From an optimization exercise on the open Yosys and OpenROAD flow, aimed at small area, a short achievable clock period and few clock cycles; shortcuts taken in it are not production practice. RTL that was checked went through simulation tests only; none was proved equivalent to the original. The RTL of run 1 was laid out without a check of its function. Power is estimated from default activity; no workload was simulated.

### flow/config.mk
export PLATFORM = sky130hd
export DESIGN_NAME = multicycle_core
export DESIGN_NICKNAME = multicycle_core
export VERILOG_FILES = /design/flow/design.v
export SDC_FILE = /design/flow/constraint.sdc
export NUM_CORES = 4
export LEC_CHECK = 0
export ABC_CLOCK_PERIOD_IN_PS = 5000
export CAP_MARGIN = 20
export CELL_PAD_IN_SITES_GLOBAL_PLACEMENT = 2
export CORE_MARGIN = 2
export CORE_UTILIZATION = 50
export CTS_BUF_LIST = sky130_fd_sc_hd__clkbuf_16
export CTS_CLUSTER_DIAMETER = 80
export CTS_CLUSTER_SIZE = 20
export PLACE_DENSITY = 0.65
export SLEW_MARGIN = 20
export SYNTH_HIERARCHICAL = 1
export SYNTH_MINIMUM_KEEP_SIZE = 0
### flow/constraint.sdc
create_clock -name core_clock -period 12.0 [get_ports {clk}]
set_input_delay 2.4000 -clock core_clock [delete_from_list [all_inputs] [get_ports {clk}]]
set_output_delay 2.4000 -clock core_clock [all_outputs]
set_load 0.01 [all_outputs]
### flow/design.v
`default_nettype none
module multicycle_core #(
  parameter int DATA_W     = 32,
  parameter int IMEM_DEPTH = 16,
  parameter int DMEM_DEPTH = 16,
  parameter int MAX_INSTR  = 256
) (
  input  logic                          clk,
  input  logic                          rst,
  input  logic                          start,
  output logic                          busy,
  output logic                          done,
  output logic                          err,
  input  logic                          imem_we,
  input  logic [$clog2(IMEM_DEPTH)-1:0] imem_addr,
  input  logic [33:0]                   imem_wdata,
  output logic [$clog2(IMEM_DEPTH)-1:0] pc,
  input  logic [4:0]                    probe_reg_addr,
  output logic [DATA_W-1:0]             probe_reg_data,
  input  logic [$clog2(DMEM_DEPTH)-1:0] probe_dm_addr,
  output logic [DATA_W-1:0]             probe_dm_data
);
  localparam int c_IMEM_AW = $clog2(IMEM_DEPTH);
  localparam int c_DMEM_AW = $clog2(DMEM_DEPTH);
  localparam int c_CNT_W   = $clog2(MAX_INSTR + 1);
  logic                  r_busy;
  logic                  r_done;
  logic                  r_err;
  logic [c_IMEM_AW-1:0]  r_pc;      
  logic [c_CNT_W-1:0]    r_cnt;     
  logic [33:0]           r_ir;      
  logic                  r_go;      
  logic                  r_halt;    
  logic                  r_e_go;
  logic                  r_e_wen;       
  logic                  r_e_mem_write;
  logic                  r_e_load;      
  logic [2:0]            r_e_alu_ctl;
  logic [4:0]            r_e_dest;
  logic [DATA_W-1:0]     r_e_a;
  logic [DATA_W-1:0]     r_e_rt;        
  logic                  r_e_alu_src;   
  logic [15:0]           r_e_imm;
  logic [DATA_W-1:0]     r_e_b;         
  logic [c_DMEM_AW-1:0]  r_e_dm_addr;   
  logic [33:0]           r_imem [IMEM_DEPTH];
  logic [DATA_W-1:0]     r_rf   [1:31];
  logic [31:1]           r_rf_v;
  logic [DATA_W-1:0]     r_dmem [DMEM_DEPTH];
  logic [DMEM_DEPTH-1:0] r_dm_v;
  logic [c_IMEM_AW-1:0]  w_fetch_addr;
  logic [33:0]           w_fetch;
  logic                  w_fetch_halt;
  logic [IMEM_DEPTH-1:0] w_sel_f;
  always_ff @(posedge clk) begin
    if (imem_we && !r_busy) begin
      r_imem[imem_addr] <= imem_wdata;
    end
  end
  assign w_fetch_addr = r_busy ? r_pc : '0;
  always_comb begin
    for (int j = 0; j < IMEM_DEPTH; j++) begin
      w_sel_f[j] = (w_fetch_addr == c_IMEM_AW'(j));
    end
  end
  for (genvar b = 0; b < 34; b++) begin : g_im_rd
    logic [IMEM_DEPTH-1:0] w_col;
    always_comb begin
      for (int j = 0; j < IMEM_DEPTH; j++) w_col[j] = r_imem[j][b];
    end
    mc_ao16 u_rd (.d(w_col), .s(w_sel_f), .y(w_fetch[b]));
  end
  assign w_fetch_halt = (w_fetch == 34'd0);
  logic [4:0]            w_rs;
  logic [4:0]            w_rt;
  logic [4:0]            w_dest;
  logic [DATA_W-1:0]     w_ra;
  logic [DATA_W-1:0]     w_rb;
  logic [DATA_W-1:0]     w_wb_data;
  logic [DATA_W-1:0]     w_opa;
  logic [DATA_W-1:0]     w_opb;
  logic [DATA_W-1:0]     w_bop;
  logic [31:1]           w_sel_a_lo;    
  logic [31:1]           w_sel_a_hi;    
  logic [31:1]           w_gr_a;        
  logic [31:1]           w_gp_a;        
  logic [31:1]           w_sel_b;
  logic [3:0]            w_pa_lo;   
  logic [7:0]            w_pa_hi;   
  assign w_rs   = r_ir[25:21];
  assign w_rt   = r_ir[20:16];
  assign w_dest = r_ir[31] ? r_ir[15:11] : r_ir[20:16];
  always_comb begin
    for (int k = 0; k < 4; k++) w_pa_lo[k] = (probe_reg_addr[1:0] == 2'(k));
    for (int k = 0; k < 8; k++) w_pa_hi[k] = (probe_reg_addr[4:2] == 3'(k));
    for (int i = 1; i < 32; i++) begin
      w_gr_a[i]  = r_rf_v[i] && r_busy && (w_rs == 5'(i));
      w_gp_a[i]  = r_rf_v[i] && !r_busy;
      w_sel_b[i] = r_rf_v[i] && (w_rt == 5'(i));
    end
  end
  for (genvar i = 1; i < 32; i++) begin : g_sel_a
    mc_a31o u_lo (.a1(w_pa_lo[i % 4]), .a2(w_pa_hi[i / 4]), .a3(w_gp_a[i]), .b1(w_gr_a[i]),
                  .y(w_sel_a_lo[i]));
    mc_a31o u_hi (.a1(w_pa_lo[i % 4]), .a2(w_pa_hi[i / 4]), .a3(w_gp_a[i]), .b1(w_gr_a[i]),
                  .y(w_sel_a_hi[i]));
  end
  for (genvar b = 0; b < DATA_W; b++) begin : g_rf_rd
    logic [31:1] w_col;
    always_comb begin
      for (int i = 1; i < 32; i++) w_col[i] = r_rf[i][b];
    end
    mc_ao31_fast u_ra (.d(w_col), .s((b < DATA_W / 2) ? w_sel_a_lo : w_sel_a_hi), .y(w_ra[b]));
    mc_ao31      u_rb (.d(w_col), .s(w_sel_b), .y(w_rb[b]));
  end
  assign w_opa = (r_e_go && r_e_wen && (r_e_dest == w_rs)) ? w_wb_data : w_ra;
  assign w_opb = (r_e_go && r_e_wen && (r_e_dest == w_rt)) ? w_wb_data : w_rb;
  assign w_bop = r_ir[30] ? DATA_W'($signed(r_ir[15:0])) : w_opb;
  logic [c_DMEM_AW-1:0]  w_d_dm_addr;
  always_comb begin
    case (r_ir[29:27])
      3'b000:  w_d_dm_addr = w_opa[c_DMEM_AW-1:0] & w_bop[c_DMEM_AW-1:0];
      3'b001:  w_d_dm_addr = w_opa[c_DMEM_AW-1:0] | w_bop[c_DMEM_AW-1:0];
      3'b010:  w_d_dm_addr = w_opa[c_DMEM_AW-1:0] + w_bop[c_DMEM_AW-1:0];
      3'b110:  w_d_dm_addr = w_opa[c_DMEM_AW-1:0] - w_bop[c_DMEM_AW-1:0];
      default: w_d_dm_addr = '0;
    endcase
  end
  logic [DATA_W-1:0]     w_sum;
  logic                  w_lt;
  logic [DATA_W-1:0]     w_alu_y;
  logic                  w_is_slt;
  assign r_e_b    = r_e_alu_src ? DATA_W'($signed(r_e_imm)) : r_e_rt;
  assign w_sum    = r_e_a + (r_e_alu_ctl[2] ? ~r_e_b : r_e_b) + DATA_W'(r_e_alu_ctl[2]);
  assign w_lt     = (r_e_a[DATA_W-1] != r_e_b[DATA_W-1]) ? r_e_a[DATA_W-1] : w_sum[DATA_W-1];
  assign w_is_slt = (r_e_alu_ctl == 3'b111);
  always_comb begin
    case (r_e_alu_ctl)
      3'b000:  w_alu_y = r_e_a & r_e_b;
      3'b001:  w_alu_y = r_e_a | r_e_b;
      3'b010:  w_alu_y = w_sum;
      3'b110:  w_alu_y = w_sum;
      3'b111:  w_alu_y = {{(DATA_W-1){1'b0}}, w_lt};
      default: w_alu_y = '0;
    endcase
  end
  logic [c_DMEM_AW-1:0]  w_dm_raddr;
  logic [DATA_W-1:0]     w_dm_rd;
  logic [DATA_W-1:0]     w_dm_word1;
  logic [DATA_W-1:0]     w_load;
  logic [c_DMEM_AW-1:0]  w_dm_idx;
  logic [DMEM_DEPTH-1:0] w_sel_d_lo;    
  logic [DMEM_DEPTH-1:0] w_sel_d_hi;    
  logic [DMEM_DEPTH-1:0] w_gr_d;        
  logic [DMEM_DEPTH-1:0] w_gp_d;        
  logic [3:0]            w_pd_lo;       
  logic [3:0]            w_pd_hi;       
  always_comb begin
    for (int k = 0; k < 4; k++) w_pd_lo[k] = (probe_dm_addr[1:0] == 2'(k));
    for (int k = 0; k < 4; k++) w_pd_hi[k] = (probe_dm_addr[3:2] == 2'(k));
    for (int j = 0; j < DMEM_DEPTH; j++) begin
      w_gr_d[j] = r_dm_v[j] && r_busy && (r_e_dm_addr == c_DMEM_AW'(j));
      w_gp_d[j] = r_dm_v[j] && !r_busy;
    end
  end
  for (genvar j = 0; j < DMEM_DEPTH; j++) begin : g_sel_d
    mc_a31o u_lo (.a1(w_pd_lo[j % 4]), .a2(w_pd_hi[j / 4]), .a3(w_gp_d[j]), .b1(w_gr_d[j]),
                  .y(w_sel_d_lo[j]));
    mc_a31o u_hi (.a1(w_pd_lo[j % 4]), .a2(w_pd_hi[j / 4]), .a3(w_gp_d[j]), .b1(w_gr_d[j]),
                  .y(w_sel_d_hi[j]));
  end
  for (genvar b = 0; b < DATA_W; b++) begin : g_dm_rd
    logic [DMEM_DEPTH-1:0] w_col;
    always_comb begin
      for (int j = 0; j < DMEM_DEPTH; j++) w_col[j] = r_dmem[j][b];
    end
    mc_ao16_fast u_rd (.d(w_col), .s((b < DATA_W / 2) ? w_sel_d_lo : w_sel_d_hi), .y(w_dm_rd[b]));
  end
  assign w_dm_word1 = r_dmem[1] & {DATA_W{r_dm_v[1]}};
  assign w_load     = (w_is_slt && w_lt) ? w_dm_word1 : w_dm_rd;
  assign w_dm_idx   = w_is_slt ? c_DMEM_AW'(w_lt) : r_e_dm_addr;
  assign w_wb_data  = r_e_load ? w_load : w_alu_y;
  always_ff @(posedge clk) begin
    for (int i = 1; i < 32; i++) begin
      if (r_e_go && r_e_wen && (r_e_dest == 5'(i))) begin
        r_rf[i] <= w_wb_data;
      end
    end
    for (int j = 0; j < DMEM_DEPTH; j++) begin
      if (r_e_go && r_e_mem_write && (w_dm_idx == c_DMEM_AW'(j))) begin
        r_dmem[j] <= r_e_rt;
      end
    end
  end
  always_ff @(posedge clk or posedge rst) begin
    if (rst) begin
      r_rf_v <= '0;
      r_dm_v <= '0;
    end else begin
      for (int i = 1; i < 32; i++) begin
        if (r_e_go && r_e_wen && (r_e_dest == 5'(i))) begin
          r_rf_v[i] <= 1'b1;
        end
      end
      for (int j = 0; j < DMEM_DEPTH; j++) begin
        if (r_e_go && r_e_mem_write && (w_dm_idx == c_DMEM_AW'(j))) begin
          r_dm_v[j] <= 1'b1;
        end
      end
    end
  end
  always_ff @(posedge clk) begin
    r_e_a         <= w_opa;
    r_e_rt        <= w_opb;
    r_e_alu_src   <= r_ir[30];
    r_e_imm       <= r_ir[15:0];
    r_e_dm_addr   <= w_d_dm_addr;
    r_e_wen       <= r_ir[33] && (w_dest != 5'd0);
    r_e_mem_write <= r_ir[32];
    r_e_load      <= r_ir[26] && !r_ir[32];
    r_e_alu_ctl   <= r_ir[29:27];
    r_e_dest      <= w_dest;
  end
  logic w_issue;    
  logic w_load_ir;  
  assign w_issue   = r_busy && r_go;
  assign w_load_ir = w_issue || (!r_busy && start);
  always_ff @(posedge clk or posedge rst) begin
    if (rst) begin
      r_busy <= 1'b0;
      r_done <= 1'b0;
      r_err  <= 1'b0;
      r_pc   <= '0;
      r_e_go <= 1'b0;
    end else begin
      r_e_go <= w_issue;
      if (!r_busy) begin
        if (start) begin
          r_busy <= 1'b1;
          r_done <= 1'b0;
          r_err  <= 1'b0;
          r_pc   <= c_IMEM_AW'(1);
        end
      end else if (r_go) begin
        r_pc   <= r_pc + c_IMEM_AW'(1);
      end else begin
        r_busy <= 1'b0;
        r_done <= 1'b1;
        r_err  <= !r_halt;
      end
    end
  end
  always_ff @(posedge clk) begin
    if (w_load_ir) begin
      r_ir   <= w_fetch;
      r_halt <= w_fetch_halt;
    end
    if (!r_busy) begin
      r_cnt <= '0;
      r_go  <= !w_fetch_halt;
    end else if (r_go) begin
      r_cnt <= r_cnt + c_CNT_W'(1);
      r_go  <= !w_fetch_halt && (r_cnt != c_CNT_W'(MAX_INSTR - 1));
    end
  end
  assign busy           = r_busy;
  assign done           = r_done;
  assign err            = r_err;
  assign pc             = r_pc;
  assign probe_reg_data = w_ra;
  assign probe_dm_data  = w_dm_rd;
endmodule
module mc_ao31_fast (
  input  logic [30:0] d,
  input  logic [30:0] s,
  output logic        y
);
  logic [3:0] l2;
  logic [1:0] l3;
  for (genvar k = 0; k < 3; k++) begin : g_l2
    mc_ao8 u (.d(d[8*k +: 8]), .s(s[8*k +: 8]), .y(l2[k]));
  end
  mc_ao7   u_l2_3 (.d(d[30:24]), .s(s[30:24]), .y(l2[3]));
  mc_nor2  u_l3_0 (.a(l2[0]), .b(l2[1]), .y(l3[0]));
  mc_nor2  u_l3_1 (.a(l2[2]), .b(l2[3]), .y(l3[1]));
  mc_nand2 u_l4   (.a(l3[0]), .b(l3[1]), .y(y));
endmodule
module mc_ao16_fast (
  input  logic [15:0] d,
  input  logic [15:0] s,
  output logic        y
);
  logic [1:0] l2;
  mc_ao8 u_l2_0 (.d(d[7:0]),  .s(s[7:0]),  .y(l2[0]));
  mc_ao8 u_l2_1 (.d(d[15:8]), .s(s[15:8]), .y(l2[1]));
  mc_or2 u_l3   (.a(l2[0]), .b(l2[1]), .y(y));
endmodule
module mc_ao8 (
  input  logic [7:0] d,
  input  logic [7:0] s,
  output logic       y
);
  assign y = |(d & s);
endmodule
module mc_ao7 (
  input  logic [6:0] d,
  input  logic [6:0] s,
  output logic       y
);
  assign y = |(d & s);
endmodule
module mc_ao31 (
  input  logic [30:0] d,
  input  logic [30:0] s,
  output logic        y
);
  logic [10:0] l1;
  logic [2:0]  l2;
  for (genvar k = 0; k < 10; k++) begin : g_l1
    mc_aoi222 u (.a1(d[3*k]), .a2(s[3*k]), .b1(d[3*k+1]), .b2(s[3*k+1]),
                 .c1(d[3*k+2]), .c2(s[3*k+2]), .y(l1[k]));
  end
  mc_nand2 u_l1_last (.a(d[30]), .b(s[30]), .y(l1[10]));
  mc_nand4 u_l2_0 (.a(l1[0]), .b(l1[1]), .c(l1[2]), .d(l1[3]), .y(l2[0]));
  mc_nand4 u_l2_1 (.a(l1[4]), .b(l1[5]), .c(l1[6]), .d(l1[7]), .y(l2[1]));
  mc_nand3 u_l2_2 (.a(l1[8]), .b(l1[9]), .c(l1[10]), .y(l2[2]));
  mc_or3   u_l3   (.a(l2[0]), .b(l2[1]), .c(l2[2]), .y(y));
endmodule
module mc_ao16 (
  input  logic [15:0] d,
  input  logic [15:0] s,
  output logic        y
);
  logic [5:0] l1;
  logic [1:0] l2;
  for (genvar k = 0; k < 5; k++) begin : g_l1
    mc_aoi222 u (.a1(d[3*k]), .a2(s[3*k]), .b1(d[3*k+1]), .b2(s[3*k+1]),
                 .c1(d[3*k+2]), .c2(s[3*k+2]), .y(l1[k]));
  end
  mc_nand2 u_l1_last (.a(d[15]), .b(s[15]), .y(l1[5]));
  mc_nand3 u_l2_0 (.a(l1[0]), .b(l1[1]), .c(l1[2]), .y(l2[0]));
  mc_nand3 u_l2_1 (.a(l1[3]), .b(l1[4]), .c(l1[5]), .y(l2[1]));
  mc_or2   u_l3   (.a(l2[0]), .b(l2[1]), .y(y));
endmodule
module mc_aoi222 (input logic a1, a2, b1, b2, c1, c2, output logic y);
  assign y = !((a1 && a2) || (b1 && b2) || (c1 && c2));
endmodule
module mc_a31o (input logic a1, a2, a3, b1, output logic y);
  assign y = (a1 && a2 && a3) || b1;
endmodule
module mc_nand2 (input logic a, b, output logic y);
  assign y = !(a && b);
endmodule
module mc_nand3 (input logic a, b, c, output logic y);
  assign y = !(a && b && c);
endmodule
module mc_nand4 (input logic a, b, c, d, output logic y);
  assign y = !(a && b && c && d);
endmodule
module mc_nor2 (input logic a, b, output logic y);
  assign y = !(a || b);
endmodule
module mc_or2 (input logic a, b, output logic y);
  assign y = a || b;
endmodule
module mc_or3 (input logic a, b, c, output logic y);
  assign y = a || b || c;
endmodule
`default_nettype wire
### flow/flow/run.sh
#!/bin/bash
set -euo pipefail
MARGIN=${MARGIN:-6.8}
bash standard.sh SETUP_SLACK_MARGIN=$MARGIN MATCH_CELL_FOOTPRINT=0 finish > standard.log 2>&1
### flow/standard.sh
#!/bin/bash
# synth_recipe.tcl (not shown) runs the flow's synth.tcl, then flattens the netlist and writes it again
# the make line also repeats each setting of config.mk as NAME=value (left out here)
make -C /OpenROAD-flow-scripts/flow DESIGN_CONFIG=/design/flow/config.mk WORK_HOME=/design/flow/orfs CLKGATE_MAP_FILE= SYNTH_SCRIPT=/design/flow/synth_recipe.tcl "${@:-finish}"
==> results of run 1 <==
[routing by layer]
layer  up-vias  wire length (µm)  GRT usage, %
met4         6             11900          11.5
li1      25289                 -             -
met2      4227            145000          52.6
met3       625             41700          11.2
met5         -               137             0
met1     31386            127000          49.0
[synthesized netlist by cell type (6+ instances only)]
| cell | number |
|---|---|
| sky130_fd_sc_hd__o21ai_0 | 75 |
| sky130_fd_sc_hd__nor2_1 | 198 |
| sky130_fd_sc_hd__edfxtp_1 | 2083 |
| sky130_fd_sc_hd__dfxtp_1 | 106 |
| sky130_fd_sc_hd__nor3_1 | 26 |
| sky130_fd_sc_hd__ha_1 | 43 |
| sky130_fd_sc_hd__xor2_1 | 45 |
| sky130_fd_sc_hd__dfrtp_1 | 55 |
| sky130_fd_sc_hd__o21bai_1 | 8 |
| sky130_fd_sc_hd__inv_1 | 52 |
| sky130_fd_sc_hd__or2_2 | 51 |
| sky130_fd_sc_hd__xnor2_1 | 40 |
| sky130_fd_sc_hd__nand3_1 | 174 |
| sky130_fd_sc_hd__nor3b_1 | 8 |
| sky130_fd_sc_hd__a21o_1 | 18 |
| sky130_fd_sc_hd__or2_1 | 67 |
| sky130_fd_sc_hd__a31o_1 | 94 |
| sky130_fd_sc_hd__a31o_2 | 6 |
| sky130_fd_sc_hd__nor2b_1 | 64 |
| sky130_fd_sc_hd__a21oi_1 | 53 |
| sky130_fd_sc_hd__and3_1 | 82 |
| sky130_fd_sc_hd__a222oi_1 | 523 |
| sky130_fd_sc_hd__nand2_1 | 253 |
| sky130_fd_sc_hd__mux2_2 | 44 |
| sky130_fd_sc_hd__a31oi_1 | 6 |
| sky130_fd_sc_hd__buf_1 | 6 |
| sky130_fd_sc_hd__a221oi_1 | 12 |
| sky130_fd_sc_hd__nand2b_1 | 19 |
| sky130_fd_sc_hd__mux2i_1 | 16 |
| sky130_fd_sc_hd__nand4_1 | 239 |
| sky130_fd_sc_hd__clkbuf_1 | 55 |
| sky130_fd_sc_hd__o21ai_1 | 17 |
| sky130_fd_sc_hd__maj3_1 | 23 |
| sky130_fd_sc_hd__a21boi_1 | 8 |
| sky130_fd_sc_hd__or3_1 | 43 |
| sky130_fd_sc_hd__a22oi_1 | 718 |
| sky130_fd_sc_hd__nor4_1 | 10 |
[metrics by stage]
stage	hold slack, ns	utilization, %	total power, mW	instances
after floorplan	0.323	-	14.7	5409
after global placement	0.329	53.8	18.4	7954
after detailed placement	0.329	53.8	18.5	7954
after CTS	0.350	59.3	24.8	8592
after global routing	0.358	60.4	26.5	8683
final	0.346	60.4	25.6	8686
[worst reg2reg max path: cells and delay by family (launching register included)]
kind,cells,cell delay (ns)
flip-flops,1,0.50
AND/OR/NAND/NOR,4,1.09
multiplexers,1,0.28
buffers and inverters,29,4.18
AO/OA/AOI/OAI,2,0.53
[flip-flops by register name, summed over array words and instances, names as in the netlist, 3 cells and up]
| name | flops |
|---|---|
| r_rf_v | 31 |
| r_e_imm | 16 |
| r_dm_v | 16 |
| r_e_alu_ctl | 3 |
| r_e_dest | 5 |
| r_e_a | 32 |
| r_e_rt | 32 |
| r_imem | 544 |
| r_rf | 992 |
| r_dmem | 512 |
| r_ir | 34 |
| r_pc | 4 |
| r_cnt | 9 |
| r_e_dm_addr | 4 |
[timing repair]
item / 4_1_cts / 5_1_grt
hold buffers: 0 / 0
buffers inserted: 370 / 85
resized for setup: 697 / 264
pin swaps: 219 / 211
setup endpoints to repair: 783 / 515
gates cloned: 43 / 5
[modules after synthesis (local to each module, per instance), a selection]
module,cells,area [µm²],times used
mc_ao7,4,30.0,32
mc_nand2,1,3.75,98
multicycle_core,3473,73700,1
mc_nor2,1,3.75,64
mc_ao8,5,36.3,160
mc_nand4,1,6.26,64
mc_a31o,1,8.76,94
mc_or2,1,6.26,66
[path summary, 6_finish.rpt]
kind | from | to | slack [ns] | cells past startpoint
min in group asynchronous | rst | r_pc[2] | 1.81 | 2
min | r_ir[8] | r_e_imm[8] | 0.35 | 0
min reg2reg | r_ir[8] | r_e_imm[8] | 0.35 | 0
max | probe_reg_addr[2] | r_e_a[4] | 4.98 | 38
max reg2reg | r_busy | r_e_a[4] | 5.32 | 36
max in group asynchronous | rst | r_rf_v[18] | 8.98 | 3
[power groups by stage]
stage | Clock [mW] | Combinational (mW) | Sequential [mW]
2_1_floorplan | 0 | 3.93 | 10.8
3_3_place_gp | 0 | 7.28 | 11.1
4_1_cts | 4.98 | 8.86 | 11.0
6_report | 4.92 | 9.72 | 11.0
5_1_grt | 5.25 | 10.2 | 11.0
3_5_place_dp | 0 | 7.32 | 11.1
[kinds of logic (layout without fill, tap and decap cells)]
| kind of cell | Yosys count | count (layout) | synth area share (%) |
|---|---|---|---|
| other | 0 | 3 | 0 |
| XOR/XNOR | 85 | 85 | 0.843 |
| buffers and inverters | 119 | 1020 | 0.520 |
| AO/OA/AOI/OAI | 1573 | 1605 | 14.7 |
| multiplexers | 63 | 63 | 0.807 |
| flip-flops | 2244 | 2244 | 74.8 |
| adder cells (fa/ha/maj) | 68 | 68 | 0.916 |
| AND/OR/NAND/NOR | 1257 | 1258 | 7.40 |
[cell type report]
| type | instances | area [µm²] |
|---|---|---|
| clock buffers | 143 | 3580 |
| flip-flops and latches | 2244 | 66100 |
| clock inverters | 82 | 632 |
| multi-input cells | 3079 | 25400 |
| inverters | 53 | 248 |
| fillers | 13105 | 69600 |
| diodes | 3 | 7.51 |
| well taps | 2340 | 2930 |
| repair inverters | 11 | 82.6 |
| repair buffers | 731 | 7170 |
==> run summary, run 1 <==
Yosys:
- Summed over all instances, the cell type with the most area after synthesis is sky130_fd_sc_hd__edfxtp_1.
- The synthesized design contains between 2,000 and 2,500 register bits.
- The flip-flop cell with the highest count after synthesis is sky130_fd_sc_hd__edfxtp_1.
- The number of nets produced by synthesis is 5,505.
- The post-synthesis instance area is a little under 90,000 µm².
- The total of warnings raised by yosys is 9.
- The count of flip-flops with a built-in enable after synthesis is 2,083.
- In this run the mean area of a mapped cell was roughly 16 µm².
- The synthesized design devotes to its leading area cell type between 70% and 80% of total area.
- In the post-synthesis netlist, the biggest area contributors are sky130_fd_sc_hd__edfxtp_1 (71%), sky130_fd_sc_hd__a22oi_1 (6.1%), sky130_fd_sc_hd__a222oi_1 (5.9%), sky130_fd_sc_hd__dfxtp_1 (2.4%), sky130_fd_sc_hd__nand4_1 (1.7%).
- The part of the Yosys area used for sequential elements is around three quarters.
- Counting flops with an async set or reset pin after synthesis yields a share of under 10%.
- The cell count after synthesis is around 5,400.
- The unique cell type count in the Yosys netlist is 74.

Power and ir drop:
- The power per cell area is ~240 nW/µm².
- Per report_power, the combinational group accounts for 37.9% of the total.
- Per report_power, the clock group accounts for around a fifth of the total.
- Of the total power, the share spent switching nets is roughly 37%.
- The register share of total power is a little over two fifths.
- In this run the power spent charging and discharging nets is between 9 and 10 mW.
- The internal portion of the total power is 16.2 mW.
- Summed over all cells, the static leakage comes to approximately 36 nW.
- The maximum vdd ir drop is 148 µV.

Timing:
- Timing would allow up to between 100 and 150 MHz.
- The part of the cycle the worst path needs is a little under 60%.
- Setup slack closes at between 4 and 5 ns.
- The number of pins exceeding their max-slew limit in the final report is 0.
- The final hold violation count came to 0.
- The number of endpoints failing setup at the final stage is 0.
- Setup repair after global routing could not meet its margin everywhere.
- The transition time at the pin with the least slew margin is 1.22 ns.
- Setup total negative slack on the finished layout was measured at 0 ns.
- In this run the tightest slew margin relative to its limit is roughly a fifth.
- The worst clock skew is about 0.034 ns.
- For the finished layout, the period the worst path requires is about 7 ns.

Detailed routing:
- The ratio of routed vias to standard cells is between 7 and 8.
- The via count is just over 60,000.
- The detailed-route DRC error count is 0.
- Once detail routing completed, the nets flagged for antenna violations numbered 0.
- Summed over all layers, the routed wires come to roughly 330,000 µm.
- The detailed router finished its first iteration with around 11,000 violations.
- The number of iterations in the first detailed-routing pass is 13.
- The detail-routed net length per standard cell is 37.4 µm.

Clock tree:
- The CTS tree is done.
- The number of buffers on the longest clock path is 3.
- The later pin in the worst-skew pair is clocked with a latency of approximately 0.84 ns.
- The H-tree generated during clock tree synthesis spans 4 levels.
- Clock-pin slew was measured on the worst setup and hold paths at 0.08 ns.
- The clock drives 2,244 sinks.
- The number of buffers inserted during clock tree synthesis is between 100 and 150.
- The tree is rooted in a sky130_fd_sc_hd__clkbuf_16.

Finish:
- The area added between synthesis and finish is 20.2%.
- The proportion of layout cells with a drive suffix above 1 is between 20% and 30%.
- The finished cells cover 106,000 µm².
- The number of nets in the layout is 6,354.
- Leaving out fill and tap cells, the most frequent cells in the layout are sky130_fd_sc_hd__edfxtp_1 (2,083), sky130_fd_sc_hd__a22oi_1 (545), sky130_fd_sc_hd__a222oi_1 (523).
- Leaving out fill and tap cells, the most frequent cell in the layout is sky130_fd_sc_hd__edfxtp_1.

Setup path:
- The buffering stage count on the worst path with inverters included is 30.
- STA classifies the critical path startpoint as an input port.
- Among all stages on the critical path, the largest delay is contributed by sky130_fd_sc_hd__nand4_1.
- Data on the critical path is required at its endpoint by 12.71 ns.
- The family of cells with the greatest summed delay on the critical path is buffers and inverters.
- The maximum cell stage delay along the critical path is around 0.43 ns.
- The nature of the critical path endpoint is a register.
- Data on the critical path arrives at its endpoint at approximately 7.7 ns.
- The setup path with the least slack is of type input port to register.
- The most frequent cell on the critical path is sky130_fd_sc_hd__buf_4.
- The largest fanout of any net on the critical path is 8.

Place:
- The worst slack at placement is approximately 3.7 ns.
- The count of buffers added on input and output ports is 121.
- At the end of routability-driven placement, the weighted congestion stood at slightly below 0.9.
- The total placed instance area is roughly 95,000 µm².
- The post-detailed-placement half-perimeter wirelength is between 150,000 and 200,000 µm.

Floorplan:
- The full die area is around 180,000 µm².
- The floorplan step defined a core boundary enclosing 176,000 µm².
- The floorplan has between 150 and 200 rows.
- about 120 I/O pins were placed.
- In this run the horizontal extent of the chip is 424 µm.
- The height of the die is around 420 µm.
- The initial cell density of the core is roughly half.

Outcome:
- The flow ran to the end and the layout has no timing, DRC or antenna violations.

Global route:
- The wire length of the first global-routing pass is 449,000 µm.
- The largest net degree at the start of global routing is a little under 50.
- Summed over all layers, the global routing overflow is 0.
- The via count of the first global-routing pass is around 58,000.
- The initial antenna violation count is 12.
- Global routing used 35.2% of the available tracks across all layers.

Min path:
- The type of the worst min-delay path is register to register.

Job:
- Max-cap violations in this run came to 0.
==> run 2: changes to the inputs <==
--- a/flow/design.v
+++ b/flow/design.v
@@ -39,8 +39,6 @@
   logic [4:0]            r_e_dest;
   logic [DATA_W-1:0]     r_e_a;
-  logic [DATA_W-1:0]     r_e_rt;        
-  logic                  r_e_alu_src;   
-  logic [15:0]           r_e_imm;
   logic [DATA_W-1:0]     r_e_b;         
+  logic [DATA_W-1:0]     r_e_st;        
   logic [c_DMEM_AW-1:0]  r_e_dm_addr;   
   logic [33:0]           r_imem [IMEM_DEPTH];
@@ -114,22 +112,34 @@
     mc_ao31      u_rb (.d(w_col), .s(w_sel_b), .y(w_rb[b]));
   end
-  assign w_opa = (r_e_go && r_e_wen && (r_e_dest == w_rs)) ? w_wb_data : w_ra;
-  assign w_opb = (r_e_go && r_e_wen && (r_e_dest == w_rt)) ? w_wb_data : w_rb;
+  logic                  w_fwd_a;
+  logic                  w_fwd_b;
+  assign w_fwd_a = r_e_go && r_e_wen && (r_e_dest == w_rs);
+  assign w_fwd_b = r_e_go && r_e_wen && (r_e_dest == w_rt);
+  assign w_opa   = w_fwd_a ? w_wb_data : w_ra;
+  assign w_opb   = w_fwd_b ? w_wb_data : w_rb;
   assign w_bop = r_ir[30] ? DATA_W'($signed(r_ir[15:0])) : w_opb;
   logic [c_DMEM_AW-1:0]  w_d_dm_addr;
+  logic [c_DMEM_AW-1:0]  w_d_dm_addr_lt [2];
   always_comb begin
-    case (r_ir[29:27])
-      3'b000:  w_d_dm_addr = w_opa[c_DMEM_AW-1:0] & w_bop[c_DMEM_AW-1:0];
-      3'b001:  w_d_dm_addr = w_opa[c_DMEM_AW-1:0] | w_bop[c_DMEM_AW-1:0];
-      3'b010:  w_d_dm_addr = w_opa[c_DMEM_AW-1:0] + w_bop[c_DMEM_AW-1:0];
-      3'b110:  w_d_dm_addr = w_opa[c_DMEM_AW-1:0] - w_bop[c_DMEM_AW-1:0];
-      default: w_d_dm_addr = '0;
-    endcase
+    for (int v = 0; v < 2; v++) begin
+      logic [c_DMEM_AW-1:0] a_lo;
+      logic [c_DMEM_AW-1:0] b_lo;
+      a_lo = w_fwd_a ? w_wb_lo_lt[v] : w_ra[c_DMEM_AW-1:0];
+      b_lo = r_ir[30] ? r_ir[c_DMEM_AW-1:0] :
+             (w_fwd_b ? w_wb_lo_lt[v] : w_rb[c_DMEM_AW-1:0]);
+      case (r_ir[29:27])
+        3'b000:  w_d_dm_addr_lt[v] = a_lo & b_lo;
+        3'b001:  w_d_dm_addr_lt[v] = a_lo | b_lo;
+        3'b010:  w_d_dm_addr_lt[v] = a_lo + b_lo;
+        3'b110:  w_d_dm_addr_lt[v] = a_lo - b_lo;
+        default: w_d_dm_addr_lt[v] = '0;
+      endcase
+    end
   end
+  assign w_d_dm_addr = w_lt ? w_d_dm_addr_lt[1] : w_d_dm_addr_lt[0];
   logic [DATA_W-1:0]     w_sum;
   logic                  w_lt;
   logic [DATA_W-1:0]     w_alu_y;
   logic                  w_is_slt;
-  assign r_e_b    = r_e_alu_src ? DATA_W'($signed(r_e_imm)) : r_e_rt;
   assign w_sum    = r_e_a + (r_e_alu_ctl[2] ? ~r_e_b : r_e_b) + DATA_W'(r_e_alu_ctl[2]);
   assign w_lt     = (r_e_a[DATA_W-1] != r_e_b[DATA_W-1]) ? r_e_a[DATA_W-1] : w_sum[DATA_W-1];
@@ -181,4 +191,22 @@
   assign w_dm_idx   = w_is_slt ? c_DMEM_AW'(w_lt) : r_e_dm_addr;
   assign w_wb_data  = r_e_load ? w_load : w_alu_y;
+  logic [c_DMEM_AW-1:0]  w_wb_lo_lt [2];
+  logic [c_DMEM_AW-1:0]  w_alu_lo_nslt;
+  always_comb begin
+    case (r_e_alu_ctl)
+      3'b000:  w_alu_lo_nslt = r_e_a[c_DMEM_AW-1:0] & r_e_b[c_DMEM_AW-1:0];
+      3'b001:  w_alu_lo_nslt = r_e_a[c_DMEM_AW-1:0] | r_e_b[c_DMEM_AW-1:0];
+      3'b010:  w_alu_lo_nslt = w_sum[c_DMEM_AW-1:0];
+      3'b110:  w_alu_lo_nslt = w_sum[c_DMEM_AW-1:0];
+      default: w_alu_lo_nslt = '0;
+    endcase
+    for (int v = 0; v < 2; v++) begin
+      if (r_e_load) begin
+        w_wb_lo_lt[v] = (w_is_slt && v == 1) ? w_dm_word1[c_DMEM_AW-1:0] : w_dm_rd[c_DMEM_AW-1:0];
+      end else begin
+        w_wb_lo_lt[v] = w_is_slt ? c_DMEM_AW'(v) : w_alu_lo_nslt;
+      end
+    end
+  end
   always_ff @(posedge clk) begin
     for (int i = 1; i < 32; i++) begin
@@ -189,5 +217,5 @@
     for (int j = 0; j < DMEM_DEPTH; j++) begin
       if (r_e_go && r_e_mem_write && (w_dm_idx == c_DMEM_AW'(j))) begin
-        r_dmem[j] <= r_e_rt;
+        r_dmem[j] <= r_e_st;
       end
     end
@@ -212,7 +240,6 @@
   always_ff @(posedge clk) begin
     r_e_a         <= w_opa;
-    r_e_rt        <= w_opb;
-    r_e_alu_src   <= r_ir[30];
-    r_e_imm       <= r_ir[15:0];
+    r_e_b         <= w_bop;
+    r_e_st        <= w_opb;
     r_e_dm_addr   <= w_d_dm_addr;
     r_e_wen       <= r_ir[33] && (w_dest != 5'd0);
@@ -281,5 +308,5 @@
     mc_ao8 u (.d(d[8*k +: 8]), .s(s[8*k +: 8]), .y(l2[k]));
   end
-  mc_ao7   u_l2_3 (.d(d[30:24]), .s(s[30:24]), .y(l2[3]));
+  mc_ao8   u_l2_3 (.d({d[30], d[30:24]}), .s({1'b0, s[30:24]}), .y(l2[3]));
   mc_nor2  u_l3_0 (.a(l2[0]), .b(l2[1]), .y(l3[0]));
   mc_nor2  u_l3_1 (.a(l2[2]), .b(l2[3]), .y(l3[1]));
@@ -301,11 +328,4 @@
   output logic       y
 );
-  assign y = |(d & s);
-endmodule
-module mc_ao7 (
-  input  logic [6:0] d,
-  input  logic [6:0] s,
-  output logic       y
-);
   assign y = |(d & s);
 endmodule
==> flow/run.sh (new file) <==
#!/bin/bash
# synth_recipe.tcl (not shown) runs the flow's synth.tcl, then flattens the netlist and writes it again
# the make line also repeats each setting of config.mk as NAME=value (left out here)
make -C /OpenROAD-flow-scripts/flow DESIGN_CONFIG=/design/flow/config.mk WORK_HOME=/design/flow/orfs CLKGATE_MAP_FILE= SYNTH_SCRIPT=/design/flow/synth_recipe.tcl finish
--- a/flow/config.mk
+++ b/flow/config.mk
@@ -15,4 +15,5 @@
 export CTS_CLUSTER_SIZE = 20
 export PLACE_DENSITY = 0.65
+export SETUP_SLACK_MARGIN = 5
 export SLEW_MARGIN = 20
 export SYNTH_HIERARCHICAL = 1
removed: flow/flow/run.sh
removed: flow/standard.sh
==> run 2 against run 1 <==
Net effect:
- non-clock buffer count fell by 317
- maximum frequency fell by 0.27%
- via count rose by 0.45%
- synthesized area rose by 1.8%
- sequential power rose by 5%
- cell count fell by 1.4%
- worst setup slack got worse by 0.019 ns
- register-to-register slack improved by 0.15 ns
- critical path type is now input port to output port
- critical endpoint is now probe_reg_data[29]
- largest cell class unchanged
- highest routed layer unchanged
==> run summary, run 2 <==
Outcome:
- The flow ran to the end and the layout has no timing, DRC or antenna violations.

Finish:
- In the final layout, the registers with the most flip-flops are r_rf x992, r_imem x544, r_dmem x512.
- The register with the most flip-flops in the final layout is r_rf.
- The number of nets in the layout is 6,216 (-2.2%).
- The finished layout cell area is 102,000 µm² (-3.5%).
- The area added between synthesis and finish is 14.0%.
- The proportion of layout cells with a drive suffix above 1 is 14.2% (-10 points).
- The top cell types in the final layout, fill and taps aside, are sky130_fd_sc_hd__edfxtp_1 (2,083), sky130_fd_sc_hd__a22oi_1 (769), sky130_fd_sc_hd__a222oi_1 (490).
- The post-route non-filler standard cell count came to 8,565 (-1.4%).
- The number of flip-flops in the largest register came to 992 (unchanged).
- Leaving out fill and tap cells, the most frequent cell in the layout is sky130_fd_sc_hd__edfxtp_1.

Yosys:
- The share of the synthesized area in the top cell type is 69.6% (-1.2 points).
- The number of nets produced by synthesis was 5,736 (+4.2%).
- The count of flip-flops with a built-in enable after synthesis came to 2,083 (unchanged).
- After synthesis, the cell types taking the most area are sky130_fd_sc_hd__edfxtp_1 (70%), sky130_fd_sc_hd__a22oi_1 (6.5%), sky130_fd_sc_hd__a222oi_1 (5.5%), sky130_fd_sc_hd__dfxtp_1 (2.7%), sky130_fd_sc_hd__nand4_1 (1.9%).
- Among all cell types in the netlist, the one instantiated most often is sky130_fd_sc_hd__edfxtp_1.
- The part of the Yosys area used for sequential elements was 73.9% (-0.96 points).
- The post-synthesis instance area is 89,800 µm² (+1.8%).
- In the synthesized netlist, the cells that appear most often are sky130_fd_sc_hd__edfxtp_1 (2,083), sky130_fd_sc_hd__a22oi_1 (779), sky130_fd_sc_hd__a222oi_1 (490), sky130_fd_sc_hd__nand4_1 (273), sky130_fd_sc_hd__nor2_1 (241).
- sky130_fd_sc_hd__edfxtp_1 takes more of the synthesized area than any other cell.
- The number of synthesized register bits is 2,259 (+0.67%).
- The async set-reset flop share out of synthesis is 2.43% (-0.016 points).
- The average footprint of a synthesized cell is 15.9 µm² (-2.3%).
- The cell count after synthesis came to 5,633 (+4.1%).
- The unique cell type count in the Yosys netlist was 83 (+12%).
- The total of warnings raised by yosys is 11 (+2).
- In the synthesized netlist the dominant register cell turns out to be sky130_fd_sc_hd__edfxtp_1.

Power and ir drop:
- The reported leakage power is 33.9 nW (-4.8%).
- The maximum vdd ir drop is 302 µV (+100%).
- The power per cell area is 254 nW/µm² (+5.1%).

Setup path:
- The worst setup path is of the input port to output port kind.
- The nature of the critical path endpoint is an output port.
- The kind of start point of the critical path is an input port.
- The required time of the worst setup path is 9.60 ns (-3.11 ns).
- The critical path arrival was 4.64 ns (-3.09 ns).
- The largest fanout of any net on the critical path is 8 (unchanged).

Global route:
- The wire length of the first global-routing pass is 447,000 µm (-0.44%).
- The layer with the highest usage after global routing is met2.
- The total global routing track utilization is 34.3% (-0.90 points).
- The remaining global-route overflow is 0 (unchanged).
- The via count of the first global-routing pass is 59,147 (+1.7%).
- The initial antenna violation count came to 18 (+6).
- The met1 track utilization from global routing is 48.0% (-0.92 points).
- The met3 global-route usage is 6.85% (-4.4 points).
- The largest net degree at the start of global routing was 62 (+27%).
- The met2 capacity usage during global routing is 52.7% (+0.069 points).

Timing:
- The fmax is 142 MHz (-0.27%).
- The worst clock skew was 0.0263 ns (-0.00752 ns).
- Setup repair after global routing could not meet its margin everywhere.
- The post-route minimum period is 7.04 ns (+0.0192 ns).
- The number of pins exceeding their max-slew limit in the final report is 0 (unchanged).
- The final hold violation count was 0 (unchanged).
- The part of the cycle the worst path needs was 58.7% (+0.16 points).
- The worst relative slew slack is 24.2% (+5.5 points).
- The final critical-path setup slack was 4.96 ns (-0.0192 ns).
- The transition time at the pin with the least slew margin came to 1.14 ns (-0.0801 ns).
- The setup total negative slack came to 0 ns (unchanged).
- The number of endpoints failing setup at the final stage came to 0 (unchanged).
- The final hold slack is 0.437 ns (+0.0907 ns).

Place:
- The total placed instance area is 96,000 µm² (+1.6%).
- The worst slack at placement is 3.66 ns (-0.0421 ns).
- The post-detailed-placement half-perimeter wirelength was 195,000 µm (+4.4%).
- The cell count after placement is 8,253 (+3.8%).
- The placer congestion estimate is 0.899 (+1.5%).
- The count of input and output buffers was 121 (unchanged).

Detailed routing:
- The initial detailed-routing violation count is 11,528 (+1.5%).
- The total length of routed wires is 322,000 µm (-1.0%).
- The ratio of routed vias to standard cells came to 7.22 (+1.9%).
- The number of iterations in the first detailed-routing pass is 11 (-2).
- The detail-routed net length per standard cell came to 37.6 µm (+0.39%).
- The detailed-route DRC error count is 0 (unchanged).
- The count of antenna-violating nets left after detailed routing is 0 (unchanged).
- The via count came to 61,807 (+0.45%).

Floorplan:
- The core outline area is 178,000 µm² (+1.5%).
- The height of the die is 428 µm (+0.87%).
- The initial cell density of the core came to 50.3% (+0.11 points).
- The x dimension of the die is 428 µm (+0.87%).
- The number of rows created at floorplan is 155 (+0.65%).
- The full die area came to 183,000 µm² (+1.7%).
- The total I/O pin count is 122 (unchanged).

Clock tree:
- The number of buffers on the longest clock path is 3 (unchanged).
- The number of buffers inserted during clock tree synthesis is 141 (+2.2%).
- In this run the clock root is driven by a sky130_fd_sc_hd__clkbuf_16.
- The CTS tree is done.
- The clock transition at the registers of the reported paths is 0.08 ns (about the same).
- The cts-stage hold buffer count is 0 (unchanged).
- The TritonCTS sink count was 2,259 (+0.67%).
- The deepest level of the CTS H-tree is 4 (unchanged).
- The clock latency at the later pin of the worst-skew pair is 0.83 ns (about the same).

Min path:
- The tightest min-delay check is of the register to register type.

Job:
- The reported max-cap violation count is 0 (unchanged).
run 2: stage by stage:
step | utilization [%] | power, mW
finish | 57.4 | 26.0
global route | 57.4 | 26.9
CTS | 57.2 | 25.9
detailed placement | 53.8 | 20.7
global placement | 53.8 | 20.7
floorplan | - | 16.1
run 2: layer usage:
layer,share of wire [%],vias up
met5,0.018,-
met4,4.6,8
met3,11,650
met2,45,4459
met1,39,31381
li1,-,25309
run 2: logic make-up (layout without fill, tap and decap cells):
family                     after synthesis  in the layout  share of synthesized area, %
xor gates and xnor gates                70             70                         0.698
other                                   32             45                         0.134
muxes                                   58             58                         0.715
DFF                                   2259           2259                          73.9
adders and majority gates               78             78                          1.04
buffers and inverters                  132            688                         0.560
AOI/OAI and AO/OA                     1691           1698                          15.3
and+or+nand+nor                       1313           1314                          7.65
run 2: where the power goes:
part | switching [mW] | internal [mW] | total, mW
Combinational | 6.61 | 2.85 | 9.47
Clock | 2.62 | 2.44 | 5.06
Sequential | 0.670 | 10.8 | 11.5
run 2: per-module statistics from Yosys, one instance, submodules excluded, a selection:
module / times used / cell area (µm²) / flops+latches / cells inside
mc_ao31_fast: 32 / 3.75 / 0 / 1
mc_nor2: 64 / 3.75 / 0 / 1
mc_or3: 32 / 6.26 / 0 / 1
multicycle_core: 1 / 74900 / 2259 / 3633
mc_aoi222: 490 / 10.0 / 0 / 1
mc_a31o: 94 / 8.76 / 0 / 1
mc_nand2: 98 / 3.75 / 0 / 1
mc_or2: 66 / 6.26 / 0 / 1
run 2: critical path, stage by stage:
cell                            delay, ns
sky130_fd_sc_hd__clkbuf_4            0.18
sky130_fd_sc_hd__nand2_2             0.10
sky130_fd_sc_hd__nor2_4              0.05
sky130_fd_sc_hd__buf_12              0.14
sky130_fd_sc_hd__buf_4               0.17
sky130_fd_sc_hd__a31o_4              0.29
sky130_fd_sc_hd__buf_4               0.18
sky130_fd_sc_hd__a22oi_1             0.18
sky130_fd_sc_hd__nand4_1             0.22
sky130_fd_sc_hd__nor2_4              0.29
sky130_fd_sc_hd__nand2_2             0.13
sky130_fd_sc_hd__dlygate4sd2_1       0.30
run 2: area by class of cell:
type	instances	area [µm²]
Fill cell	13917	76100
Tap cell	2355	2950
Clock inverter	76	627
Timing Repair Buffer	414	3850
Antenna cell	13	32.5
Clock buffer	151	3780
Sequential cell	2259	66400
Inverter	47	176
Multi-Input combinational cell	3250	24600
run 2: timing repair:
action                                  4_1_cts  5_1_grt
gates resized for setup                     370       44
pin swaps                                    99       48
endpoints found under the setup margin       65       40
buffers inserted                             54        8
gates cloned                                  8        1
run 2: worst paths after layout:
| check | from | end | slack [ns] | cells past startpoint |
|---|---|---|---|---|
| min in group asynchronous | rst | r_pc[1] | 1.89 | 2 |
| max in group asynchronous | rst | r_rf_v[2] | 8.98 | 3 |
| worst min-delay path | r_ir[32] | r_e_mem_write | 0.44 | 0 |
| worst max-delay path | probe_reg_addr[4] | probe_reg_data[29] | 4.96 | 12 |
| worst max register to register | r_ir[20] | r_e_dm_addr[3] | 5.47 | 19 |
| worst min register to register | r_ir[32] | r_e_mem_write | 0.44 | 0 |
Testbench counts of run 2, summed over its fixed seeds: cycles 31,375.
==> run 3: changes to the inputs <==
--- a/flow/config.mk
+++ b/flow/config.mk
@@ -10,9 +10,9 @@
 export CELL_PAD_IN_SITES_GLOBAL_PLACEMENT = 2
 export CORE_MARGIN = 2
-export CORE_UTILIZATION = 50
+export CORE_UTILIZATION = 60
 export CTS_BUF_LIST = sky130_fd_sc_hd__clkbuf_16
-export CTS_CLUSTER_DIAMETER = 80
-export CTS_CLUSTER_SIZE = 20
-export PLACE_DENSITY = 0.65
+export CTS_CLUSTER_DIAMETER = 95
+export CTS_CLUSTER_SIZE = 26
+export PLACE_DENSITY = 0.75
 export SETUP_SLACK_MARGIN = 5
 export SLEW_MARGIN = 20
==> run 3 against run 2 <==
Net effect:
- maximum frequency rose by 0.63%
- worst setup slack improved by 0.044 ns
- total power down 4.9%
- global-route usage up 4.0 points
- cell count is 6.2% lower
- sequential power barely moved
- register-to-register slack improved by 0.59 ns
- critical path depth is 2 lower
- clock skew is 0.030 ns higher
- critical endpoint is now probe_reg_data[15]
- utilization grew 10 points
- wire length shrank 8.1%
==> run summary, run 3 <==
Power and ir drop:
- The share of total power consumed by net switching was 38.8% (+0.72 points).
- The internal power consumption was 15.1 mW (-6.0%).
- The relative contribution of the clock network to total power is 15.9% (-3.6 points).
- The power per cell area is 247 nW/µm² (-2.8%).
- The maximum vdd ir drop is 235 µV (-22%).
- The register share of total power is 46.6% (+2.5 points).
- The reported leakage power is 33.1 nW (-2.5%).
- The combinational group share of total power is 37.6% (+1.2 points).
- The switching power of the nets came to 9.60 mW (-3.1%).

Finish:
- The final standard cell utilization of the core is 67.6% (+10 points).
- The proportion of layout cells with a drive suffix above 1 is 12.9% (-1.3 points).
- In the layout the commonest cells are sky130_fd_sc_hd__edfxtp_1 (2,083), sky130_fd_sc_hd__a22oi_1 (763), sky130_fd_sc_hd__a222oi_1 (490).
- The number of nets in the layout was 6,120 (-1.5%).
- The library cell used most frequently in the layout, excluding fill and tap cells, is sky130_fd_sc_hd__edfxtp_1.
- The largest registers in the layout are r_rf x992, r_imem x544, r_dmem x512.
- The number of flip-flops in the largest register was 992 (unchanged).
- Ranked by flip-flop count, first place goes to r_rf.
- The area added between synthesis and finish is 11.5%.

Floorplan:
- The x dimension of the die is 391 µm (-8.6%).
- The total I/O pin count is 122 (unchanged).
- The core outline area is 148,000 µm² (-17%).
- The initial cell density of the core is 60.6% (+10 points).
- The number of rows created at floorplan was 141 (-9.0%).
- The height of the die is 391 µm (-8.6%).
- The full die area is 153,000 µm² (-17%).

Detailed routing:
- The number of iterations in the first detailed-routing pass came to 11 (unchanged).
- The ratio of routed vias to standard cells is 7.62 (+5.6%).
- The via count is 61,253 (-0.90%).
- The initial detailed-routing violation count came to 12,426 (+7.8%).
- The detail-routed net length per standard cell is 36.8 µm (-2.1%).
- The count of antenna-violating nets left after detailed routing is 0 (unchanged).
- The detailed-route DRC error count is 0 (unchanged).
- The total length of routed wires is 296,000 µm (-8.1%).

Yosys:
- The part of the Yosys area used for sequential elements is 73.9% (unchanged).
- The unique cell type count in the Yosys netlist came to 83 (unchanged).
- The most used standard cell by instance count after synthesis is sky130_fd_sc_hd__edfxtp_1.
- The xor/xnor share of the synthesized area came to 0.698% (unchanged).
- The average footprint of a synthesized cell came to 15.9 µm² (unchanged).
- The fraction of the mapped netlist area in compound gates was 15.3% (unchanged).
- The area share of and/or/nand/nor cells after synthesis was 7.65% (unchanged).
- The count of flip-flops with a built-in enable after synthesis came to 2,083 (unchanged).
- The total of warnings raised by yosys is 11 (unchanged).
- In the post-synthesis netlist, the biggest area contributors are sky130_fd_sc_hd__edfxtp_1 (70%), sky130_fd_sc_hd__a22oi_1 (6.5%), sky130_fd_sc_hd__a222oi_1 (5.5%), sky130_fd_sc_hd__dfxtp_1 (2.7%), sky130_fd_sc_hd__nand4_1 (1.9%).
- The flip-flop cell with the highest count after synthesis is sky130_fd_sc_hd__edfxtp_1.
- After synthesis, the most frequently instantiated cells are sky130_fd_sc_hd__edfxtp_1 (2,083), sky130_fd_sc_hd__a22oi_1 (779), sky130_fd_sc_hd__a222oi_1 (490), sky130_fd_sc_hd__nand4_1 (273), sky130_fd_sc_hd__nor2_1 (241).
- The number of nets produced by synthesis is 5,736 (unchanged).
- The mux share of post-synthesis cell area is 0.715% (unchanged).
- The most area-hungry cell type in the Yosys netlist is sky130_fd_sc_hd__edfxtp_1.
- After synthesis, the largest family of logic cells by area is compound AO/OA/AOI/OAI gates.
- The adder-cell area share of the yosys netlist is 1.04% (unchanged).
- The post-synthesis instance area came to 89,800 µm² (unchanged).
- The share of the synthesized area in the top cell type is 69.6% (unchanged).
- The number of synthesized register bits is 2,259 (unchanged).
- The async set-reset flop share out of synthesis is 2.43% (unchanged).
- The cell count after synthesis is 5,633 (unchanged).

Timing:
- The worst clock skew is 0.0562 ns (+0.0299 ns).
- The setup total negative slack came to 0 ns (unchanged).
- The final hold slack is 0.410 ns (-0.0269 ns).
- The transition time at the pin with the least slew margin is 1.16 ns (+0.0267 ns).
- The worst relative slew slack is 21.7% (-2.5 points).
- The number of endpoints failing setup at the final stage is 0 (unchanged).
- The number of pins exceeding their max-slew limit in the final report came to 0 (unchanged).
- The fmax came to 143 MHz (+0.63%).
- The final hold violation count is 0 (unchanged).
- The part of the cycle the worst path needs is 58.3% (-0.37 points).
- The post-route minimum period is 7.00 ns (-0.0438 ns).
- The final critical-path setup slack is 5.00 ns (+0.0438 ns).
- Setup repair after global routing could not meet its margin everywhere.

Setup path:
- The nature of the critical path endpoint is an output port.
- The required time of the worst setup path was 9.60 ns (about the same).
- The critical path goes through buf_2 -> nor2b_4 -> buf_12 -> buf_4 -> a31o_4 -> a22oi_1 -> nand4_1 -> nor2_4 -> nand2_2 -> dlygate4sd2_1.
- The critical path arrival is 4.60 ns (-0.04 ns).
- The classification of the worst setup path is input port to output port.
- The critical-path cell with the highest stage delay is sky130_fd_sc_hd__dlygate4sd2_1.
- The largest fanout of any net on the critical path came to 14 (+6).
- The maximum cell stage delay along the critical path is 0.33 ns (+0.03 ns).
- The worst setup path is launched from an input port.

Place:
- The worst slack at placement is 3.44 ns (-0.223 ns).
- The count of input and output buffers is 121 (unchanged).
- The placer congestion estimate is 0.991 (+10%).
- The post-detailed-placement half-perimeter wirelength is 188,000 µm (-3.5%).

Clock tree:
- The number of buffers on the longest clock path was 3 (unchanged).
- The clock latency at the later pin of the worst-skew pair is 0.79 ns (-0.04 ns).
- In this run the clock root is driven by a sky130_fd_sc_hd__clkbuf_16.
- The clock transition at the registers of the reported paths is 0.11 ns (+0.03 ns).
- TritonCTS built the clock tree.
- The number of buffers inserted during clock tree synthesis is 98 (-30%).
- The cts-stage hold buffer count is 0 (unchanged).
- The deepest level of the CTS H-tree is 3 (-1).
- The TritonCTS sink count is 2,259 (unchanged).

Global route:
- The via count of the first global-routing pass is 58,821 (-0.55%).
- The largest net degree at the start of global routing is 58 (-6.5%).
- The total global routing track utilization is 38.3% (+4.0 points).
- The wire length of the first global-routing pass is 418,000 µm (-6.4%).
- The remaining global-route overflow is 0 (unchanged).
- The initial antenna violation count is 25 (+7).

Outcome:
- The run finished with no timing, DRC or antenna violations.

Job:
- The reported max-cap violation count is 0 (unchanged).

Min path:
- The type of the worst min-delay path is register to register.
run 3: cell counts after synthesis:
Identical to the previous run, type by type.
run 3: through the flow:
stage | total power [mW] | instance area [µm²] | std cells
finish | 24.7 | 100000 | 8036
global route | 25.5 | 100000 | 8034
CTS | 24.5 | 100000 | 8019
detailed placement | 20.5 | 95100 | 7772
global placement | 20.4 | 95000 | 7770
floorplan | 16.1 | 89800 | 5633
run 3: cell type report:
type | instances | area (µm²)
Sequential cell | 2259 | 66400
Fill cell | 10069 | 48000
Multi-Input combinational cell | 3249 | 25000
Timing Repair Buffer | 362 | 3290
Clock buffer | 98 | 2450
Tap cell | 1930 | 2410
Clock inverter | 88 | 465
Inverter | 47 | 176
Antenna cell | 3 | 7.51
run 3: what timing repair did:
| item | in CTS | in global routing |
|---|---|---|
| gates cloned | 6 | 1 |
| setup endpoints to repair | 65 | 49 |
| buffers inserted | 55 | 11 |
| hold endpoints to repair | 0 | 0 |
| gates resized for setup | 401 | 47 |
| pin swaps | 74 | 38 |
run 3: critical path: cells and delay by family:
kind	cells	cell delay, ns
buffers and inverters	4	0.86
AO/OA/AOI/OAI	2	0.48
AND/OR/NAND/NOR	4	0.83
run 3: logic make-up after synthesis:
logic type	count (synthesis)
simple gates	1313
fa+ha+maj	78
mux	58
buf+inv	132
compound gates	1691
other cells	32
xor+xnor	70
flops	2259
run 3: power groups by stage:
| stage | Clock, mW | Combinational, mW | Sequential (mW) |
|---|---|---|---|
| 2_1_floorplan | 0 | 4.83 | 11.3 |
| 3_3_place_gp | 0 | 8.72 | 11.6 |
| 5_1_grt | 4.19 | 9.76 | 11.6 |
| 6_report | 3.92 | 9.29 | 11.5 |
| 3_5_place_dp | 0 | 8.81 | 11.7 |
| 4_1_cts | 3.94 | 9.03 | 11.5 |
run 3: worst paths after layout:
| check | start | to | slack (ns) | depth (start not counted) |
|---|---|---|---|---|
| min reg2reg | r_ir[32] | r_e_mem_write | 0.41 | 0 |
| max | probe_reg_addr[0] | probe_reg_data[15] | 5.00 | 10 |
| min | r_ir[32] | r_e_mem_write | 0.41 | 0 |
| min in group asynchronous | rst | r_dm_v[5] | 2.26 | 3 |
| max in group asynchronous | rst | r_busy | 9.04 | 3 |
| max reg2reg | r_busy | r_e_dm_addr[3] | 6.06 | 23 |
run 3: Yosys stat by module, one instance, submodules excluded, excerpt:
module,cell area (µm²),copies in the design,flops+latches,cells
multicycle_core,74900,1,2259,3633
mc_ao31_fast,3.75,32,0,1
mc_nand2,3.75,98,0,1
mc_or3,6.26,32,0,1
mc_nand3,5.00,100,0,1
mc_aoi222,10.0,490,0,1
mc_ao8,36.3,192,0,5
mc_nor2,3.75,64,0,1
run 3: layer usage:
metal | vias to the layer above | track usage (%) | routed length [µm]
met4 | 24 | 17.6 | 15900
met5 | - | 0 | 146
met3 | 745 | 9.01 | 41000
li1 | 25077 | - | -
met1 | 30473 | 54.6 | 108000
met2 | 4934 | 56.4 | 131000

afterwards: timing with drivers on the ports:
In the flow no input, the clock included, has a driving cell. The finished layouts below were timed again as built, in two steps.
Step 1 assumes that a clkbuf_16 drives the clock port and a buf_2 every other input.
Step 2 also shifts input and output timing later by t, the mid clock arrival at the registers, as if the neighbouring blocks saw the same clock.
Slacks: ideal ports / drivers / drivers and shift; pairs: ideal ports / drivers.
run | t, ns | slack for setup (ns) | hold slack, ns | latest minus earliest clock arrival (ns) | cell pins on the clock port's net
run 1 | 0.909 | 4.979 / 4.940 / 4.044 | 0.346 / 0.346 / 0.346 | 0.036 / 0.036 | 1
run 2 | 0.903 | 4.960 / 4.936 / 4.866 | 0.437 / 0.437 / 0.437 | 0.028 / 0.029 | 1
run 3 | 0.855 | 5.003 / 4.979 / 4.979 | 0.410 / 0.410 / 0.410 | 0.056 / 0.056 | 1
After both steps setup and hold are still met in every run listed. For run 1, which loses most, drivers alone change the setup slack by -0.039 ns; drivers and shift together by -0.935 ns.
